This is an optimization exercise on Yosys and OpenROAD, whose aim is a short achievable clock period and few clock cycles per item, not a production implementation. No functional check of the RTL was part of this run. No activity file was given, so power comes from the tool's default toggle rates.

--- flow/constraint.sdc ---
create_clock -name core_clock -period 5.0 [get_ports {ACLK}]
set_input_delay 1.0000 -clock core_clock [delete_from_list [all_inputs] [get_ports {ACLK}]]
set_output_delay 1.0000 -clock core_clock [all_outputs]
set_load 0.01 [all_outputs]
--- flow/run.sh ---
#!/bin/bash
# synth_recipe.tcl (not shown) runs the flow's synth.tcl, then flattens the netlist and writes it again
# the make line also repeats each setting of config.mk as NAME=value (left out here)
make -C /OpenROAD-flow-scripts/flow DESIGN_CONFIG=/design/flow/config.mk WORK_HOME=/design/flow/orfs CLKGATE_MAP_FILE= SYNTH_SCRIPT=/design/flow/synth_recipe.tcl finish
--- flow/config.mk ---
export PLATFORM = sky130hd
export DESIGN_NAME = axi4_lite_regfile_slave
export DESIGN_NICKNAME = axi4_lite_regfile_slave
export VERILOG_FILES = /design/flow/design.v
export SDC_FILE = /design/flow/constraint.sdc
export NUM_CORES = 4
export LEC_CHECK = 0
export ABC_CLOCK_PERIOD_IN_PS = 2000
export CAP_MARGIN = 20
export CORE_MARGIN = 2
export CORE_UTILIZATION = 55
export PLACE_DENSITY = 0.7
export SETUP_SLACK_MARGIN = 3.3
export SLEW_MARGIN = 20
--- flow/design.v ---
module axi4_lite_regfile_slave #(
  parameter int ADDRESS    = 32,
  parameter int DATA_WIDTH = 32,
  parameter int NUM_REGS   = 32
) (
  input  logic                    ACLK,
  input  logic                    ARESETN,
  input  logic [ADDRESS-1:0]      S_AWADDR,
  input  logic                    S_AWVALID,
  output logic                    S_AWREADY,
  input  logic [DATA_WIDTH-1:0]   S_WDATA,
  input  logic [DATA_WIDTH/8-1:0] S_WSTRB,
  input  logic                    S_WVALID,
  output logic                    S_WREADY,
  output logic [1:0]              S_BRESP,
  output logic                    S_BVALID,
  input  logic                    S_BREADY,
  input  logic [ADDRESS-1:0]      S_ARADDR,
  input  logic                    S_ARVALID,
  output logic                    S_ARREADY,
  output logic [DATA_WIDTH-1:0]   S_RDATA,
  output logic [1:0]              S_RRESP,
  output logic                    S_RVALID,
  input  logic                    S_RREADY
);
  localparam int SW    = DATA_WIDTH / 8;
  localparam int OFS   = $clog2(SW);
  localparam int IDX_W = (NUM_REGS > 1) ? $clog2(NUM_REGS) : 1;
  localparam logic [ADDRESS-1:0] NREGS_A = ADDRESS'(NUM_REGS);
  logic [NUM_REGS-1:0][DATA_WIDTH-1:0] mem;
  logic                  aw_v, w_v, cm;
  logic [NUM_REGS-1:0]   aw_sel;    
  logic                  aw_ok;
  logic [DATA_WIDTH-1:0] w_data;
  logic [SW-1:0]         w_strb;
  logic                  awready_q, wready_q;
  logic                  aw_hs, w_hs, do_wr, wr_err, in_aw_ok;
  logic [ADDRESS-1:0]    in_aw_word;
  logic                  bvalid_q, b_v1, b_e0, b_e1, b_pop, b_u0, b_u1;
  logic                  bvalid_n, b_v1_n;
  assign aw_hs      = S_AWVALID & awready_q;
  assign w_hs       = S_WVALID & wready_q;
  assign do_wr      = (aw_v | aw_hs) & (w_v | w_hs);
  assign in_aw_word = S_AWADDR >> OFS;
  assign in_aw_ok   = in_aw_word < NREGS_A;
  assign wr_err     = aw_v ? ~aw_ok : ~in_aw_ok;
  assign b_pop    = bvalid_q & S_BREADY;
  assign b_u0     = b_pop ? b_v1 : bvalid_q;    
  assign b_u1     = ~b_pop & b_v1;
  assign bvalid_n = b_u0 | do_wr;
  assign b_v1_n   = b_u1 | (do_wr & b_u0);
  always_ff @(posedge ACLK or negedge ARESETN) begin
    if (!ARESETN) begin
      aw_v      <= 1'b0;
      w_v       <= 1'b0;
      cm        <= 1'b0;
      aw_sel    <= '0;
      aw_ok     <= 1'b0;
      w_data    <= '0;
      w_strb    <= '0;
      awready_q <= 1'b1;
      wready_q  <= 1'b1;
      bvalid_q  <= 1'b0;
      b_v1      <= 1'b0;
      b_e0      <= 1'b0;
      b_e1      <= 1'b0;
    end else begin
      if (aw_hs) begin
        aw_ok <= in_aw_ok;
        for (int r = 0; r < NUM_REGS; r++)
          aw_sel[r] <= in_aw_ok && in_aw_word[IDX_W-1:0] == IDX_W'(r);
      end
      if (w_hs) begin
        w_data <= S_WDATA;
        w_strb <= S_WSTRB;
      end
      aw_v      <= (aw_v | aw_hs) & ~do_wr;
      w_v       <= (w_v | w_hs) & ~do_wr;
      cm        <= do_wr;
      awready_q <= ~((aw_v | aw_hs) & ~do_wr) & ~b_v1_n;
      wready_q  <= ~((w_v | w_hs) & ~do_wr) & ~b_v1_n;
      bvalid_q  <= bvalid_n;
      b_v1      <= b_v1_n;
      if (do_wr & ~b_u0)  b_e0 <= wr_err;
      else if (b_pop)     b_e0 <= b_e1;
      if (do_wr & b_u0)   b_e1 <= wr_err;
    end
  end
  always_ff @(posedge ACLK or negedge ARESETN) begin
    if (!ARESETN) mem <= '0;
    else
      for (int r = 0; r < NUM_REGS; r++)
        for (int i = 0; i < SW; i++)
          if (cm && aw_sel[r] && w_strb[i])
            mem[r][8*i +: 8] <= w_data[8*i +: 8];
  end
  logic                  p_v, p_ok;
  logic [NUM_REGS-1:0]   p_sel;
  logic                  arready_q, ar_hs, rd_ok;
  logic [ADDRESS-1:0]    rd_word;
  logic [DATA_WIDTH-1:0] rd_val;
  logic                  rvalid_q, r_v1, r_v2, r_pop, r_u0, r_u1, r_u2;
  logic                  rvalid_n, r_v1_n, r_v2_n, r_ld0, r_ld1, r_ld2;
  logic [DATA_WIDTH-1:0] r_d0, r_d1, r_d2;
  logic                  r_e0, r_e1, r_e2;
  assign ar_hs   = S_ARVALID & arready_q;
  assign rd_word = S_ARADDR >> OFS;
  assign rd_ok   = rd_word < NREGS_A;
  always_comb begin
    rd_val = '0;
    for (int r = 0; r < NUM_REGS; r++)
      rd_val = rd_val | (mem[r] & {DATA_WIDTH{p_sel[r]}});
  end
  assign r_pop    = rvalid_q & S_RREADY;
  assign r_u0     = r_pop ? r_v1 : rvalid_q;    
  assign r_u1     = r_pop ? r_v2 : r_v1;
  assign r_u2     = ~r_pop & r_v2;
  assign r_ld0    = p_v & ~r_u0;
  assign r_ld1    = p_v & r_u0 & ~r_u1;
  assign r_ld2    = p_v & r_u1;
  assign rvalid_n = r_u0 | p_v;
  assign r_v1_n   = r_u1 | (p_v & r_u0);
  assign r_v2_n   = r_u2 | (p_v & r_u1);
  always_ff @(posedge ACLK or negedge ARESETN) begin
    if (!ARESETN) begin
      p_v       <= 1'b0;
      p_ok      <= 1'b0;
      p_sel     <= '0;
      arready_q <= 1'b1;
      rvalid_q  <= 1'b0;
      r_v1      <= 1'b0;
      r_v2      <= 1'b0;
      r_d0      <= '0;
      r_d1      <= '0;
      r_d2      <= '0;
      r_e0      <= 1'b0;
      r_e1      <= 1'b0;
      r_e2      <= 1'b0;
    end else begin
      p_v <= ar_hs;
      if (ar_hs) begin
        p_ok <= rd_ok;
        for (int r = 0; r < NUM_REGS; r++)
          p_sel[r] <= rd_ok && rd_word[IDX_W-1:0] == IDX_W'(r);
      end
      arready_q <= ~r_v2_n & ~(r_v1_n & ar_hs);
      rvalid_q  <= rvalid_n;
      r_v1      <= r_v1_n;
      r_v2      <= r_v2_n;
      if (r_ld0) begin
        r_d0 <= rd_val;
        r_e0 <= ~p_ok;
      end else if (r_pop) begin
        r_d0 <= r_d1;
        r_e0 <= r_e1;
      end
      if (r_ld1) begin
        r_d1 <= rd_val;
        r_e1 <= ~p_ok;
      end else if (r_pop) begin
        r_d1 <= r_d2;
        r_e1 <= r_e2;
      end
      if (r_ld2) begin
        r_d2 <= rd_val;
        r_e2 <= ~p_ok;
      end
    end
  end
  assign S_AWREADY = awready_q;
  assign S_WREADY  = wready_q;
  assign S_ARREADY = arready_q;
  assign S_BVALID  = bvalid_q;
  assign S_BRESP   = {b_e0, 1'b0};
  assign S_RVALID  = rvalid_q;
  assign S_RRESP   = {r_e0, 1'b0};
  assign S_RDATA   = r_d0;
endmodule
==> run notes <==
[sequential cells by signal, summed over array words and instances, names as in the netlist, 4 cells and up]
name    cells
mem      1024
aw_sel     32
p_sel      32
r_d0       32
r_d1       32
r_d2       32
w_data     32
w_strb      4
[path summary, 6_finish.rpt]
check                      slack [ns]                 start  cells past startpoint                    end
max                              2.57    rvalid_q$_DFF_PN0_                      2               S_RVALID
min                              0.19               ARESETN                      1   mem[888]$_DFFE_PN0P_
max reg2reg                      2.70  p_sel[6]$_DFFE_PN0P_                      8    r_d0[5]$_DFFE_PN0P_
min reg2reg                      0.48   r_d2[0]$_DFFE_PN0P_                      2    r_d2[0]$_DFFE_PN0P_
max in group asynchronous        3.67               ARESETN                      2  w_strb[0]$_DFFE_PN0P_
min in group core_clock          0.48   r_d2[0]$_DFFE_PN0P_                      2    r_d2[0]$_DFFE_PN0P_
[power groups by stage]
stage                     Sequential [uW]  Clock [uW]  Combinational, uW
after floorplan                     10900           0               1920
after global placement              11900           0               1890
after detailed placement            11900           0               1930
after CTS                           11700        9710               2780
after global routing                12000       10200               3650
final                               11900        9730               3490
[per-layer routing]
metal	track usage (%)	share of wire, %
met1	50.20	37
met2	55.49	43
met3	11.84	13
met4	19.31	6.3
met5	0.5319	0.062
[critical path, stage by stage (launching register included)]
cell and delay [ns]:
dfrtp_2 0.43, buf_12 0.13, buf_6 0.11
[cell type report]
cell class | instances | area (um^2)
clock buffers | 202 | 3944
well taps | 1265 | 1583
fillers | 5851 | 27380
multi-input cells | 2331 | 23920
clock inverters | 30 | 266.5
repair buffers | 524 | 6326
flip-flops and latches | 1239 | 31120
inverters | 7 | 38.79
diodes | 1 | 2.502
[cells in the final DEF, fill, tap and decap left out, types with 15 or more instances in the layout]
cell type | Yosys | routed
clkbuf_16 | 0 | 144
nand2_4 | 0 | 71
buf_12 | 0 | 105
nand2_1 | 242 | 110
o21ai_2 | 0 | 21
mux2_2 | 103 | 93
buf_2 | 16 | 34
a22oi_2 | 0 | 143
nor4_4 | 0 | 25
and3_1 | 35 | 33
a211oi_2 | 0 | 32
dfrtp_4 | 0 | 26
clkbuf_8 | 0 | 25
buf_8 | 0 | 22
a21oi_2 | 0 | 31
dfrtp_1 | 1236 | 1196
o221ai_2 | 0 | 22
clkdlybuf4s50_1 | 0 | 46
dlygate4sd2_1 | 0 | 24
nand2_2 | 0 | 25
mux2_1 | 960 | 829
buf_6 | 1 | 84
a22oi_1 | 508 | 365
mux2_4 | 0 | 141
o21ai_1 | 12 | 15
clkinv_2 | 0 | 16
nor4_2 | 0 | 15
buf_4 | 4 | 161
a22o_1 | 49 | 49
nand2_8 | 0 | 39
clkbuf_1 | 281 | 39
nand4_1 | 127 | 127
[stage by stage]
step	setup slack (ns)	instances	area [um^2]	utilization, %
floorplan	2.766	3885	53100	-
CTS	2.575	5488	64360	68.04
global placement	1.345	5037	55350	58.51
finish	2.570	5599	67200	71.05
global route	2.561	5598	67200	71.05
detailed placement	1.229	5037	55350	58.52
[logic make-up after synthesis]
group / count (synthesis)
and+or+nand+nor: 514
muxes: 1065
other: 1
DFF: 1239
AOI/OAI and AO/OA: 728
buffers and inverters: 337
[timing repair]
item | CTS | global route
setup buffers | 187 | 98
endpoints found under the setup margin | 1260 | 920
gates resized for setup | 846 | 394
pin swaps | 217 | 164
gates cloned | 32 | 11
hold buffers | 0 | 0
==> run notes <==
outcome=timing/DRC/antenna clean; Layout area overhead=28.47%; Max-slew headroom=16.63%; Int Pwr=~18000 uW; power per cell area=373.6 mW/mm^2; dominant cell type by area after synthesis=dfrtp_1; DRC violations left=0; clk sinks=1239; Max Cap Viol=0; WL per Instance=between 30 and 40 um; setup TNS=0 ns; CP max FO=2; CTS root buf=clkbuf_16; critical path data arrival time=roughly 1.4 ns; Net Sw Frac=a little under a third; initial antenna violation count=7; maximum VDD drop=0.2719 mV; share of cells above drive strength 1=between 30% and 40%; grt ovf=0; Post-Synth XOR/XNOR Area=0%; maximum clock rate=0.4115 GHz; DRT iter0 DRCs=about 5.4k; Sw Pwr=7599 uW; Synth Instances=3884; GR Util All Layers=between 30% and 40%; clk buf depth=3; CP endpoint kind=output port; die area=just under 0.1 mm^2; largest net degree at the start of global routing=between 150 and 200; Power Total=25110 uW; Syn. warnings=1; post-synth top area share=59.13%; Tcrit/Tclk final=48.61%; post-synthesis mux area share=between 20% and 30%; first-pass GRT wire length=266100 um; DPL Wire Length=98140 um; Post-Synth Simple-Gate Area=4.944%; Clock Skew=0.02626 ns; IO Count=148; Synth Area in Adders=0%; FFs w/ async S/R, synth=100.0%; Clk pin slew, worst setup/hold paths=0.06 ns; combinational power share=13.9%; Compound-Gate Fraction of Synth Area=10.35%; Syn Area/Cell=13.47 um^2; Initial Utilization=55.31%; main flop type after synthesis=dfrtp_1; Layout Nets=4343; synthesized flop and latch total=between 1k and 1.5k; Hold Vio Cnt, Final=0; kind of critical path=reg -> out; Post-synth EDFFs=0; CTS buffer count=133; Final setup viols=0; sequential share of power=47.3%; PortBufs=141; vias per inst=7.030; Cell Area, Synth=0.05231 mm^2; CTS tree=done; Clock Latency Late Sink=0.76 ns; Worst Max-Slew Pin Slew=1.251 ns; Tmin final=2.430 ns; top-count cell post-synth=dfrtp_1; GPL Wtd Cong=between 0.8 and 0.9; Antenna Nets Post-Route=0; total wire length=194500 um; worst path required time=4.00 ns; worst min path class=in -> async; Synth cell types=50; DIE HEIGHT=312.4 um; Core ar.=0.09459 mm^2; Rows=113; Post-synth top cells=dfrtp_1 (1236), mux2_1 (960), a22oi_1 (508), clkbuf_1 (281), nand2_1 (242); Die Width=312.4 um; CP startpoint kind=flop; total number of vias=around 39k; synth top area cells=dfrtp_1 (59%), mux2_1 (21%), a22oi_1 (7.3%), mux2_2 (2.2%), clkbuf_1 (2.0%); Seq/Total Area, Yosys=around three fifths; H-tree levels=4; WHS=0.1894 ns; Leak Pwr=0.03370 uW; Slew Viols, Final=0; number of global-route vias before repair=38.42k; DRT Pass-1 Iters=6; Clock Power Share=38.8%; largest family of logic cells by synthesized area=multiplexers; unrepaired setup endpoints after global routing=true

afterwards: timing with drivers on the ports:
No port has a modelled driver above. Below, the same layout with a new extraction and two added sets of constraints. Step 1 (the two cells are an assumption about what drives the block):
set clk [get_ports {ACLK}]
set_driving_cell -lib_cell sky130_fd_sc_hd__clkbuf_16 $clk
set_driving_cell -lib_cell sky130_fd_sc_hd__buf_2 [delete_from_list [all_inputs] $clk]
Step 2 moves the port delays by t, midway between the first and last clock arrival at a register: inputs arrive t later, outputs are due t later. That takes back most of the time a late clock gives input paths. Slacks: no drivers / after step 1 / after step 2; pairs: no drivers / after step 1.
t (ns): 0.819
setup WS [ns]: 2.570 / 2.497 / 2.222
worst setup path after step 2: input to register
latest minus earliest clock arrival (ns): 0.030 / 0.030
After both steps this run still meets setup and hold. The setup slack of this run moves by -0.073 ns with the drivers and by -0.348 ns with both steps.
